Source: an optimization exercise on an open RTL-to-GDS flow (aim: small area and a short achievable clock period). Production flows keep margins and buffers that such runs may drop.
RTL that was checked went through simulation tests only; none was proved equivalent to the original.
Power and IR drop assume default switching activity.

==> flow/design.v <==
`timescale 1ns/1ps
`default_nettype none
package cnt_pkg;
  localparam int CNT_NUM = 4;
  localparam int CNT_W   = 32;
  localparam int INTR_W  = 2 * CNT_NUM;
endpackage
`default_nettype wire
`timescale 1ns/1ps
`default_nettype none
module cnt_apb_regs (
  input  logic [31:0]                 i_paddr,
  input  logic                        i_pwrite,
  input  logic                        i_psel,
  input  logic                        i_penable,
  output logic                        o_wr,
  output logic                        o_rd,
  output logic                        o_sel_trig,
  output logic                        o_sel_sts,
  output logic                        o_sel_mset,
  output logic                        o_sel_mclr,
  output logic [cnt_pkg::CNT_NUM-1:0] o_sel_ctrl,
  output logic [cnt_pkg::CNT_NUM-1:0] o_sel_tgt,
  output logic [cnt_pkg::CNT_NUM-1:0] o_sel_cnt,
  output logic [cnt_pkg::CNT_NUM-1:0] o_sel_cap
);
  logic       base;
  logic [3:0] ofs;
  assign o_wr = i_psel & ~i_penable & i_pwrite;
  assign o_rd = i_psel & ~i_penable & ~i_pwrite;
  assign base = ~|{i_paddr[31:7], i_paddr[1:0]};
  always_comb begin
    for (int k = 0; k < 4; k++) ofs[k] = (i_paddr[3:2] == k[1:0]);
  end
  assign o_sel_trig = base & (i_paddr[6:4] == 3'd0) & ofs[0];
  assign o_sel_sts  = base & (i_paddr[6:4] == 3'd0) & ofs[1];
  assign o_sel_mset = base & (i_paddr[6:4] == 3'd0) & ofs[2];
  assign o_sel_mclr = base & (i_paddr[6:4] == 3'd0) & ofs[3];
  for (genvar n = 0; n < cnt_pkg::CNT_NUM; n++) begin : g_sel
    logic blk;
    assign blk           = base & (i_paddr[6:4] == 3'(n + 2));
    assign o_sel_ctrl[n] = blk & ofs[0];
    assign o_sel_tgt[n]  = blk & ofs[1];
    assign o_sel_cnt[n]  = blk & ofs[2];
    assign o_sel_cap[n]  = blk & ofs[3];
  end
endmodule
`default_nettype wire
`timescale 1ns/1ps
`default_nettype none
module cnt_channel (
  input  logic        i_pclk,
  input  logic        i_prst_n,
  input  logic        i_wr,
  input  logic        i_rd,
  input  logic        i_sel_ctrl,
  input  logic        i_sel_tgt,
  input  logic        i_sel_cnt,
  input  logic        i_sel_cap,
  input  logic        i_glb_trig,    
  input  logic [31:0] i_wdata,
  input  logic        i_din_a,
  output logic        o_dout_a,
  output logic        o_dout_a_oen,
  output logic [31:0] o_rdata,       
  output logic        o_cmp_evt,
  output logic        o_cap_evt
);
  logic        en_q, edge_q, ovwr_q;
  logic [31:0] tgt_q;
  logic        clear_q;      
  logic        run_nx_q;     
  logic        run_q;
  logic [31:0] cnt_q;
  logic [31:0] cap_q;
  logic        full_q;
  logic        cap_vld_q;
  logic        dout_q, cmp_evt_q, cap_evt_q;
  logic        din_s1, din_s2, din_d;
  logic [31:0] cnt_tgl;
  logic ctrl_wr, glb, start_in, stop_in, clear_in;
  logic load, counting, eq, hit, edge_hit, cap_take, cap_read;
  assign ctrl_wr  = i_wr & i_sel_ctrl;
  assign glb      = i_glb_trig & en_q;
  assign start_in = (ctrl_wr & i_wdata[4]) | (glb & i_wdata[0]);
  assign stop_in  = (ctrl_wr & i_wdata[5]) | (glb & i_wdata[1]);
  assign clear_in = (ctrl_wr & i_wdata[6]) | (glb & i_wdata[2]);
  always_ff @(posedge i_pclk or negedge i_prst_n) begin
    if (!i_prst_n) begin
      en_q   <= 1'b0;
      edge_q <= 1'b0;
      ovwr_q <= 1'b0;
    end else if (ctrl_wr) begin
      en_q   <= i_wdata[0];
      edge_q <= i_wdata[1];
      ovwr_q <= i_wdata[2];
    end
  end
  always_ff @(posedge i_pclk or negedge i_prst_n) begin
    if (!i_prst_n) begin
      tgt_q <= '0;
    end else if (i_wr & i_sel_tgt) begin
      tgt_q <= i_wdata;
    end
  end
  always_ff @(posedge i_pclk or negedge i_prst_n) begin
    if (!i_prst_n) begin
      clear_q  <= 1'b0;
      run_nx_q <= 1'b0;
      run_q    <= 1'b0;
    end else begin
      clear_q  <= clear_in;
      run_nx_q <= ~stop_in & (start_in | run_nx_q);
      run_q    <= run_nx_q;
    end
  end
  assign load     = i_wr & i_sel_cnt;
  assign counting = run_q & en_q;
  assign eq       = (cnt_q == tgt_q);
  assign hit      = counting & eq & ~clear_q & ~load;
  always_comb begin
    cnt_tgl[0] = counting;
    for (int i = 1; i < 32; i++) cnt_tgl[i] = counting & (&(cnt_q | ~((32'd1 << i) - 32'd1)));
  end
  always_ff @(posedge i_pclk or negedge i_prst_n) begin
    if (!i_prst_n) begin
      cnt_q <= '0;
    end else begin
      cnt_q <= ({32{~clear_q & load}} & i_wdata)
             | ({32{~clear_q & ~load & ~(counting & eq)}} & (cnt_q ^ cnt_tgl));
    end
  end
  always_ff @(posedge i_pclk or negedge i_prst_n) begin
    if (!i_prst_n) begin
      dout_q    <= 1'b0;
      cmp_evt_q <= 1'b0;
    end else begin
      dout_q    <= dout_q ^ hit;
      cmp_evt_q <= hit;
    end
  end
  always_ff @(posedge i_pclk or negedge i_prst_n) begin
    if (!i_prst_n) begin
      din_s1 <= 1'b0;
      din_s2 <= 1'b0;
      din_d  <= 1'b0;
    end else begin
      din_s1 <= i_din_a;
      din_s2 <= din_s1;
      din_d  <= din_s2;
    end
  end
  assign edge_hit = (din_s2 ^ din_d) & (din_d == edge_q);
  assign cap_take = en_q & edge_hit & (~full_q | ovwr_q);
  assign cap_read = i_rd & i_sel_cap;
  always_ff @(posedge i_pclk or negedge i_prst_n) begin
    if (!i_prst_n) begin
      full_q    <= 1'b0;
      cap_evt_q <= 1'b0;
    end else begin
      full_q    <= cap_take | (full_q & ~cap_read);
      cap_evt_q <= cap_take;
    end
  end
  always_ff @(posedge i_pclk) begin
    if (cap_take) begin
      cap_q <= cnt_q;
    end
  end
  always_ff @(posedge i_pclk or negedge i_prst_n) begin
    if (!i_prst_n) begin
      cap_vld_q <= 1'b0;
    end else if (cap_take) begin
      cap_vld_q <= 1'b1;
    end
  end
  assign o_rdata = ({32{i_sel_tgt}} & tgt_q)
                 | ({32{i_sel_cnt}} & cnt_q)
                 | ({32{i_sel_cap & cap_vld_q}} & cap_q)
                 | ({32{i_sel_ctrl}} & {22'd0, full_q, run_q, 5'd0, ovwr_q, edge_q, en_q});
  assign o_dout_a     = dout_q;
  assign o_dout_a_oen = en_q;
  assign o_cmp_evt    = cmp_evt_q;
  assign o_cap_evt    = cap_evt_q;
endmodule
`default_nettype wire
`timescale 1ns/1ps
`default_nettype none
module cnt_intr_ctrl (
  input  logic                       i_pclk,
  input  logic                       i_prst_n,
  input  logic [cnt_pkg::INTR_W-1:0] i_evt,
  input  logic                       i_sts_clr_wr,
  input  logic                       i_mask_set_wr,
  input  logic                       i_mask_clr_wr,
  input  logic [cnt_pkg::INTR_W-1:0] i_data,
  output logic [cnt_pkg::INTR_W-1:0] o_sts,
  output logic [cnt_pkg::INTR_W-1:0] o_mask,
  output logic                       o_int
);
  logic [cnt_pkg::INTR_W-1:0] sts_q;
  logic [cnt_pkg::INTR_W-1:0] mask_q;
  logic                       int_q;
  always_ff @(posedge i_pclk or negedge i_prst_n) begin
    if (!i_prst_n) begin
      sts_q <= '0;
    end else begin
      sts_q <= (sts_q & ~({cnt_pkg::INTR_W{i_sts_clr_wr}} & i_data)) | i_evt;
    end
  end
  always_ff @(posedge i_pclk or negedge i_prst_n) begin
    if (!i_prst_n) begin
      mask_q <= '0;
    end else if (i_mask_set_wr) begin
      mask_q <= mask_q | i_data;
    end else if (i_mask_clr_wr) begin
      mask_q <= mask_q & ~i_data;
    end
  end
  always_ff @(posedge i_pclk or negedge i_prst_n) begin
    if (!i_prst_n) begin
      int_q <= 1'b0;
    end else begin
      int_q <= |(sts_q & mask_q);
    end
  end
  assign o_sts  = sts_q;
  assign o_mask = mask_q;
  assign o_int  = int_q;
endmodule
`default_nettype wire
`timescale 1ns/1ps
`default_nettype none
module counter_top (
  input  logic                        i_pclk,
  input  logic                        i_prst_n,
  input  logic [31:0]                 i_paddr,
  input  logic [31:0]                 i_pwdata,
  input  logic                        i_pwrite,
  input  logic                        i_psel,
  input  logic                        i_penable,
  output logic [31:0]                 o_prdata,
  input  logic [cnt_pkg::CNT_NUM-1:0] i_extern_din_a,
  output logic [cnt_pkg::CNT_NUM-1:0] o_extern_dout_a,
  output logic [cnt_pkg::CNT_NUM-1:0] o_extern_dout_a_oen,
  output logic                        o_int
);
  logic                           wr, rd;
  logic                           sel_trig, sel_sts, sel_mset, sel_mclr;
  logic [cnt_pkg::CNT_NUM-1:0]    sel_ctrl, sel_tgt, sel_cnt, sel_cap;
  logic [cnt_pkg::CNT_NUM*32-1:0] ch_rdata;
  logic [cnt_pkg::INTR_W-1:0]     intr_evt;
  logic [cnt_pkg::INTR_W-1:0]     intr_sts;
  logic [cnt_pkg::INTR_W-1:0]     intr_mask;
  logic [31:0]                    rdata;
  logic [31:0]                    prdata_q;
  cnt_apb_regs u_dec (
    .i_paddr    (i_paddr),
    .i_pwrite   (i_pwrite),
    .i_psel     (i_psel),
    .i_penable  (i_penable),
    .o_wr       (wr),
    .o_rd       (rd),
    .o_sel_trig (sel_trig),
    .o_sel_sts  (sel_sts),
    .o_sel_mset (sel_mset),
    .o_sel_mclr (sel_mclr),
    .o_sel_ctrl (sel_ctrl),
    .o_sel_tgt  (sel_tgt),
    .o_sel_cnt  (sel_cnt),
    .o_sel_cap  (sel_cap)
  );
  for (genvar n = 0; n < cnt_pkg::CNT_NUM; n++) begin : g_ch
    cnt_channel u_ch (
      .i_pclk       (i_pclk),
      .i_prst_n     (i_prst_n),
      .i_wr         (wr),
      .i_rd         (rd),
      .i_sel_ctrl   (sel_ctrl[n]),
      .i_sel_tgt    (sel_tgt[n]),
      .i_sel_cnt    (sel_cnt[n]),
      .i_sel_cap    (sel_cap[n]),
      .i_glb_trig   (wr & sel_trig),
      .i_wdata      (i_pwdata),
      .i_din_a      (i_extern_din_a[n]),
      .o_dout_a     (o_extern_dout_a[n]),
      .o_dout_a_oen (o_extern_dout_a_oen[n]),
      .o_rdata      (ch_rdata[32*n +: 32]),
      .o_cmp_evt    (intr_evt[2*n]),
      .o_cap_evt    (intr_evt[2*n+1])
    );
  end
  cnt_intr_ctrl u_intr (
    .i_pclk        (i_pclk),
    .i_prst_n      (i_prst_n),
    .i_evt         (intr_evt),
    .i_sts_clr_wr  (wr & sel_sts),
    .i_mask_set_wr (wr & sel_mset),
    .i_mask_clr_wr (wr & sel_mclr),
    .i_data        (i_pwdata[cnt_pkg::INTR_W-1:0]),
    .o_sts         (intr_sts),
    .o_mask        (intr_mask),
    .o_int         (o_int)
  );
  always_comb begin
    rdata = {24'd0, ({8{sel_sts}} & intr_sts) | ({8{sel_mset}} & intr_mask)};
    for (int n = 0; n < cnt_pkg::CNT_NUM; n++) rdata = rdata | ch_rdata[32*n +: 32];
  end
  always_ff @(posedge i_pclk) begin
    prdata_q <= rdata;
  end
  assign o_prdata = prdata_q;
endmodule
`default_nettype wire
export LEC_CHECK = 0
export CAP_MARGIN = 20
export CORE_MARGIN = 2
export CORE_UTILIZATION = 40
export SETUP_SLACK_MARGIN = 1.0
export SLEW_MARGIN = 20
create_clock -name core_clock -period 3.5 [get_ports {i_pclk}]
standard.sh (not shown) runs the stock make flow with config.mk's settings and CLKGATE_MAP_FILE= SYNTH_SCRIPT=/design/flow/synth_recipe.tcl, a recipe that flattens the netlist after the stock synthesis.
==> flow/flow/run.sh <==
#!/bin/bash
# Standard layout, with the port buffers made from plain buf_2 cells instead
# of the delay cells buffer_ports picks on its own.
set -euo pipefail
export BUFFER_PORTS_ARGS="-buffer_cell sky130_fd_sc_hd__buf_2"
bash standard.sh finish > make_finish.log 2>&1
==> next run, changes <==
--- a/flow/design.v
+++ b/flow/design.v
@@ -65,22 +65,22 @@
   output logic [31:0] o_rdata,       
   output logic        o_cmp_evt,
   output logic        o_cap_evt
 );
   logic        en_q, edge_q, ovwr_q;
   logic [31:0] tgt_q;
+  logic        tgt_vld_q;
   logic        clear_q;      
   logic        run_nx_q;     
   logic        run_q;
   logic [31:0] cnt_q;
   logic [31:0] cap_q;
   logic        full_q;
   logic        cap_vld_q;
   logic        dout_q, cmp_evt_q, cap_evt_q;
   logic        din_s1, din_s2, din_d;
-  logic [31:0] cnt_tgl;
   logic ctrl_wr, glb, start_in, stop_in, clear_in;
   logic load, counting, eq, hit, edge_hit, cap_take, cap_read;
   assign ctrl_wr  = i_wr & i_sel_ctrl;
   assign glb      = i_glb_trig & en_q;
   assign start_in = (ctrl_wr & i_wdata[4]) | (glb & i_wdata[0]);
   assign stop_in  = (ctrl_wr & i_wdata[5]) | (glb & i_wdata[1]);
@@ -93,17 +93,22 @@
     end else if (ctrl_wr) begin
       en_q   <= i_wdata[0];
       edge_q <= i_wdata[1];
       ovwr_q <= i_wdata[2];
     end
   end
+  always_ff @(posedge i_pclk) begin
+    if (i_wr & i_sel_tgt) begin
+      tgt_q <= i_wdata;
+    end
+  end
   always_ff @(posedge i_pclk or negedge i_prst_n) begin
     if (!i_prst_n) begin
-      tgt_q <= '0;
+      tgt_vld_q <= 1'b0;
     end else if (i_wr & i_sel_tgt) begin
-      tgt_q <= i_wdata;
+      tgt_vld_q <= 1'b1;
     end
   end
   always_ff @(posedge i_pclk or negedge i_prst_n) begin
     if (!i_prst_n) begin
       clear_q  <= 1'b0;
       run_nx_q <= 1'b0;
@@ -113,24 +118,23 @@
       run_nx_q <= ~stop_in & (start_in | run_nx_q);
       run_q    <= run_nx_q;
     end
   end
   assign load     = i_wr & i_sel_cnt;
   assign counting = run_q & en_q;
-  assign eq       = (cnt_q == tgt_q);
+  assign eq       = tgt_vld_q ? (cnt_q == tgt_q) : (cnt_q == 32'd0);
   assign hit      = counting & eq & ~clear_q & ~load;
-  always_comb begin
-    cnt_tgl[0] = counting;
-    for (int i = 1; i < 32; i++) cnt_tgl[i] = counting & (&(cnt_q | ~((32'd1 << i) - 32'd1)));
-  end
   always_ff @(posedge i_pclk or negedge i_prst_n) begin
     if (!i_prst_n) begin
       cnt_q <= '0;
-    end else begin
-      cnt_q <= ({32{~clear_q & load}} & i_wdata)
-             | ({32{~clear_q & ~load & ~(counting & eq)}} & (cnt_q ^ cnt_tgl));
+    end else if (clear_q) begin
+      cnt_q <= '0;
+    end else if (load) begin
+      cnt_q <= i_wdata;
+    end else if (counting) begin
+      cnt_q <= eq ? 32'd0 : cnt_q + 32'd1;
     end
   end
   always_ff @(posedge i_pclk or negedge i_prst_n) begin
     if (!i_prst_n) begin
       dout_q    <= 1'b0;
       cmp_evt_q <= 1'b0;
@@ -171,13 +175,13 @@
     if (!i_prst_n) begin
       cap_vld_q <= 1'b0;
     end else if (cap_take) begin
       cap_vld_q <= 1'b1;
     end
   end
-  assign o_rdata = ({32{i_sel_tgt}} & tgt_q)
+  assign o_rdata = ({32{i_sel_tgt & tgt_vld_q}} & tgt_q)
                  | ({32{i_sel_cnt}} & cnt_q)
                  | ({32{i_sel_cap & cap_vld_q}} & cap_q)
                  | ({32{i_sel_ctrl}} & {22'd0, full_q, run_q, 5'd0, ovwr_q, edge_q, en_q});
   assign o_dout_a     = dout_q;
   assign o_dout_a_oen = en_q;
   assign o_cmp_evt    = cmp_evt_q;
The new run ran to the end with no violations.
Power is higher by 3.6%.
Combinational power is lower by 23%.
Global-route usage is higher by 0.76 points.
Die area is higher by 3.1%.
Final area is higher by 7.3%.
Utilization is higher by 1.6 points.
Maximum frequency is lower by 2.3%.
Wire length is higher by 6.5%.
Non-clock buffer count is higher by 86.
Register-to-register slack gets worse by 0.06 ns.
For the second run of this note, only the layout was checked, not whether the RTL still works.

* * *

before:
counter_top, a different RTL version from the one above (not shown whole).
==> flow/design.v (excerpt) <==
module counter_top (
  input  logic                        i_pclk,
  input  logic                        i_prst_n,
  input  logic [31:0]                 i_paddr,
  input  logic [31:0]                 i_pwdata,
  input  logic                        i_pwrite,
  input  logic                        i_psel,
  input  logic                        i_penable,
  output logic [31:0]                 o_prdata,
  input  logic [cnt_pkg::CNT_NUM-1:0] i_extern_din_a,
  output logic [cnt_pkg::CNT_NUM-1:0] o_extern_dout_a,
  output logic [cnt_pkg::CNT_NUM-1:0] o_extern_dout_a_oen,
  output logic                        o_int
);
  logic                           wr, rd;
  logic                           sel_trig, sel_sts, sel_mset, sel_mclr;
  logic [cnt_pkg::CNT_NUM-1:0]    sel_ctrl, sel_tgt, sel_cnt, sel_cap;
  logic                           base, rsel_sts, rsel_mset;
  logic [cnt_pkg::CNT_NUM-1:0]    rsel_ctrl, rsel_tgt, rsel_cnt, rsel_cap;
  logic                           base_q;
  logic [cnt_pkg::CNT_NUM*32-1:0] ch_rdata;
  logic [cnt_pkg::INTR_W-1:0]     intr_evt;
  logic [cnt_pkg::INTR_W-1:0]     intr_sts;
  logic [cnt_pkg::INTR_W-1:0]     intr_mask;
  ...
==> module cnt_channel, before the edit <==
module cnt_channel (
  input  logic        i_pclk,
  input  logic        i_prst_n,
  input  logic        i_wr,
  input  logic        i_rd,
  input  logic        i_sel_ctrl,
  input  logic        i_sel_tgt,
  input  logic        i_sel_cnt,
  input  logic        i_sel_cap,
  input  logic        i_rsel_ctrl,   
  input  logic        i_rsel_tgt,
  input  logic        i_rsel_cnt,
  input  logic        i_rsel_cap,
  input  logic        i_glb_trig,    
  input  logic [31:0] i_wdata,
  input  logic        i_din_a,
  output logic        o_dout_a,
  output logic        o_dout_a_oen,
  output logic [31:0] o_rdata,       
  output logic        o_cmp_evt,
  output logic        o_cap_evt
);
  logic        en_q, edge_q, ovwr_q;
  logic [31:0] tgt_q;
  logic        clear_q;      
  logic        run_nx_q;     
  logic        run_q;
  logic [31:0] cnt_q;
  logic [31:0] cap_q;
  logic        full_q;
  logic        cap_vld_q;
  logic        dout_q, cmp_evt_q, cap_evt_q;
  logic        din_s1, din_s2, din_d;
  logic [31:0] cnt_tgl;
  logic ctrl_wr, glb, start_in, stop_in, clear_in;
  logic load, counting, eq, hit, edge_hit, cap_take, cap_read;
  assign ctrl_wr  = i_wr & i_sel_ctrl;
  assign glb      = i_glb_trig & en_q;
  assign start_in = (ctrl_wr & i_wdata[4]) | (glb & i_wdata[0]);
  assign stop_in  = (ctrl_wr & i_wdata[5]) | (glb & i_wdata[1]);
  assign clear_in = (ctrl_wr & i_wdata[6]) | (glb & i_wdata[2]);
  always_ff @(posedge i_pclk or negedge i_prst_n) begin
    if (!i_prst_n) begin
      en_q   <= 1'b0;
      edge_q <= 1'b0;
      ovwr_q <= 1'b0;
    end else if (ctrl_wr) begin
      en_q   <= i_wdata[0];
      edge_q <= i_wdata[1];
      ovwr_q <= i_wdata[2];
    end
  end
  always_ff @(posedge i_pclk or negedge i_prst_n) begin
    if (!i_prst_n) begin
      tgt_q <= '0;
    end else if (i_wr & i_sel_tgt) begin
      tgt_q <= i_wdata;
    end
  end
  always_ff @(posedge i_pclk or negedge i_prst_n) begin
    if (!i_prst_n) begin
      run_nx_q <= 1'b0;
      run_q    <= 1'b0;
    end else begin
      run_nx_q <= ~stop_in & (start_in | run_nx_q);
      run_q    <= run_nx_q;
    end
  end
  always_ff @(posedge i_pclk) begin
    clear_q <= clear_in;
  end
  assign load     = i_wr & i_sel_cnt;
  assign counting = run_q & en_q;
  assign eq       = (cnt_q == tgt_q);
  assign hit      = counting & eq & ~clear_q & ~load;
  always_comb begin
    cnt_tgl[0] = counting;
    for (int i = 1; i < 32; i++) cnt_tgl[i] = counting & (&(cnt_q | ~((32'd1 << i) - 32'd1)));
  end
  always_ff @(posedge i_pclk or negedge i_prst_n) begin
    if (!i_prst_n) begin
      cnt_q <= '0;
    end else begin
      cnt_q <= ({32{~clear_q & load}} & i_wdata)
             | ({32{~clear_q & ~load & ~(counting & eq)}} & (cnt_q ^ cnt_tgl));
    end
  end
  always_ff @(posedge i_pclk or negedge i_prst_n) begin
    if (!i_prst_n) begin
      dout_q    <= 1'b0;
      cmp_evt_q <= 1'b0;
    end else begin
      dout_q    <= dout_q ^ hit;
      cmp_evt_q <= hit;
    end
  end
  always_ff @(posedge i_pclk or negedge i_prst_n) begin
    if (!i_prst_n) begin
      din_s1 <= 1'b0;
    end else begin
      din_s1 <= i_din_a;
    end
  end
  always_ff @(posedge i_pclk) begin
    din_s2 <= din_s1;
    din_d  <= din_s2;
  end
  assign edge_hit = (din_s2 ^ din_d) & (din_d == edge_q);
  assign cap_take = en_q & edge_hit & (~full_q | ovwr_q);
  assign cap_read = i_rd & i_sel_cap;
  always_ff @(posedge i_pclk or negedge i_prst_n) begin
    if (!i_prst_n) begin
      full_q    <= 1'b0;
      cap_evt_q <= 1'b0;
    end else begin
      full_q    <= cap_take | (full_q & ~cap_read);
      cap_evt_q <= cap_take;
    end
  end
  always_ff @(posedge i_pclk) begin
    if (cap_take) begin
      cap_q <= cnt_q;
    end
  end
  always_ff @(posedge i_pclk or negedge i_prst_n) begin
    if (!i_prst_n) begin
      cap_vld_q <= 1'b0;
    end else if (cap_take) begin
      cap_vld_q <= 1'b1;
    end
  end
  assign o_rdata = ({32{i_rsel_tgt}} & tgt_q)
                 | ({32{i_rsel_cnt}} & cnt_q)
                 | ({32{i_rsel_cap & cap_vld_q}} & cap_q)
                 | ({32{i_rsel_ctrl}} & {22'd0, full_q, run_q, 5'd0, ovwr_q, edge_q, en_q});
  assign o_dout_a     = dout_q;
  assign o_dout_a_oen = en_q;
  assign o_cmp_evt    = cmp_evt_q;
  assign o_cap_evt    = cap_evt_q;
endmodule
export LEC_CHECK = 0
export CAP_MARGIN = 20
export CORE_MARGIN = 2
export CORE_UTILIZATION = 40
export SETUP_SLACK_MARGIN = 1.2
export SLEW_MARGIN = 20
create_clock -name core_clock -period 3.5 [get_ports {i_pclk}]
==> flow/flow/run.sh <==
#!/bin/bash
# Standard layout with these changes:
#  - synthesis maps the logic with the ABC script in abc_speed2.script (see
#    my_synth.tcl); flip-flops are mapped before ABC and are left as they are
#  - the port buffers are plain buf_2 cells instead of the delay cells
#    buffer_ports picks on its own
#  - clock tree synthesis adds no dummy loads and builds the tree from
#    clkbuf_8 cells, with clusters of up to 14 sinks
set -euo pipefail
export MY_WORK="$(pwd)"
export MY_ABC_SCRIPT="$MY_WORK/flow/abc_speed2.script"
export BUFFER_PORTS_ARGS="-buffer_cell sky130_fd_sc_hd__buf_2"
export CTS_ARGS="-sink_clustering_enable -repair_clock_nets -dont_use_dummy_load -buf_list {sky130_fd_sc_hd__clkbuf_8} -sink_clustering_size 14 -sink_clustering_max_diameter 60"
sed "s#SYNTH_SCRIPT=[^ ]*#SYNTH_SCRIPT=$MY_WORK/flow/my_synth.tcl#" standard.sh > my_standard.sh
grep -q "SYNTH_SCRIPT=$MY_WORK/flow/my_synth.tcl" my_standard.sh
bash my_standard.sh finish > make_finish.log 2>&1
==> flow/flow/abc_speed2.script <==
&get -n
&st
&syn2
&if -g -K 6
&synch2
&nf
&st
&syn2
&if -g -K 6
&synch2
&nf
&put
buffer -c
topo
stime -c
upsize -c
dnsize -c
==> flow/flow/my_synth.tcl <==
# The standard flow's synthesis script, with the ABC mapping script swapped for
# flow/abc_speed2.script. Only the technology mapping of the logic changes;
# the flip-flops are mapped before ABC runs and are left as they are.
proc abc {args} {
  set i [lsearch $args -script]
  if {$i >= 0} { lset args [expr {$i + 1}] $::env(MY_ABC_SCRIPT) }
  puts "abc with [lindex $args [expr {$i + 1}]]"
  yosys abc {*}$args
}
source $::env(MY_WORK)/synth_recipe.tcl
Here is what was changed in the inputs of after compared with before.
--- a/flow/design.v
+++ b/flow/design.v
@@ -123,16 +123,15 @@
   end
   always_ff @(posedge i_pclk or negedge i_prst_n) begin
     if (!i_prst_n) begin
+      clear_q  <= 1'b0;
       run_nx_q <= 1'b0;
       run_q    <= 1'b0;
     end else begin
+      clear_q  <= clear_in;
       run_nx_q <= ~stop_in & (start_in | run_nx_q);
       run_q    <= run_nx_q;
     end
   end
-  always_ff @(posedge i_pclk) begin
-    clear_q <= clear_in;
-  end
   assign load     = i_wr & i_sel_cnt;
   assign counting = run_q & en_q;
   assign eq       = (cnt_q == tgt_q);
@@ -161,14 +160,14 @@
   always_ff @(posedge i_pclk or negedge i_prst_n) begin
     if (!i_prst_n) begin
       din_s1 <= 1'b0;
+      din_s2 <= 1'b0;
+      din_d  <= 1'b0;
     end else begin
       din_s1 <= i_din_a;
+      din_s2 <= din_s1;
+      din_d  <= din_s2;
     end
   end
-  always_ff @(posedge i_pclk) begin
-    din_s2 <= din_s1;
-    din_d  <= din_s2;
-  end
   assign edge_hit = (din_s2 ^ din_d) & (din_d == edge_q);
   assign cap_take = en_q & edge_hit & (~full_q | ovwr_q);
   assign cap_read = i_rd & i_sel_cap;
## What came out
The final critical delay including setup and external delays of after is higher than that of before. Compared with before, after ends up with more cell area. Status: number of setup violations in the final report parity (before, after). Taking after as 1.0, before lands at 1.10 on largest net degree at the start of global routing. Post-DP HPWL, after and before, lower one = before. after: non-clock buffer instance count of the final layout 14% above before. before → after: average wire per standard cell decreased about 3.5%, parity-gate share of the synthesized area counting xor and xnor cells was more or less identical, post-synth design cell area roughly the same, layout net count higher, part of the cycle the worst path needs rose 0.52 points. Clock skew in after is 0.0048 ns lower than in before.

==> what the ideal ports hide <==
In the flow no input, the clock included, has a driving cell. The finished layouts below were timed again as built, in two steps.
Step 1 (the two cells are an assumption about what drives the block):
set clk [get_ports {i_pclk}]
set_driving_cell -lib_cell sky130_fd_sc_hd__clkbuf_16 $clk
set_driving_cell -lib_cell sky130_fd_sc_hd__buf_2 [delete_from_list [all_inputs] $clk]
Step 2 adds t to the input delays and takes it off the output delays; t is the mean of the earliest and latest rising clock arrival at the registers after step 1. Input paths then give back, and output paths get back, about the clock's delay inside the block.
a / b / c = no drivers / after step 1 / after step 2; a / b = the first two.
run | t, ns | setup slack, ns | hold WS [ns] | slew at the worst register clock pin (ns) | cell pins on the clock port's net
the first run of note 1 | 0.674 | 0.968 / 0.968 / 0.340 | 0.046 / 0.033 / 0.350 | 0.07 / 0.07 | 1
the second run of note 1 | 0.679 | 0.907 / 0.907 / 0.315 | 0.138 / 0.121 / 0.352 | 0.07 / 0.07 | 1
before | 0.718 | 1.126 / 1.126 / 0.479 | 0.113 / 0.076 / 0.340 | 0.11 / 0.11 | 1
after | 0.712 | 1.108 / 1.108 / 0.526 | 0.128 / 0.096 / 0.347 | 0.10 / 0.10 | 1
After both steps every run listed still meets setup and hold. For before, which loses most, drivers alone change the setup slack by 0.000 ns; drivers and shift together by -0.647 ns.
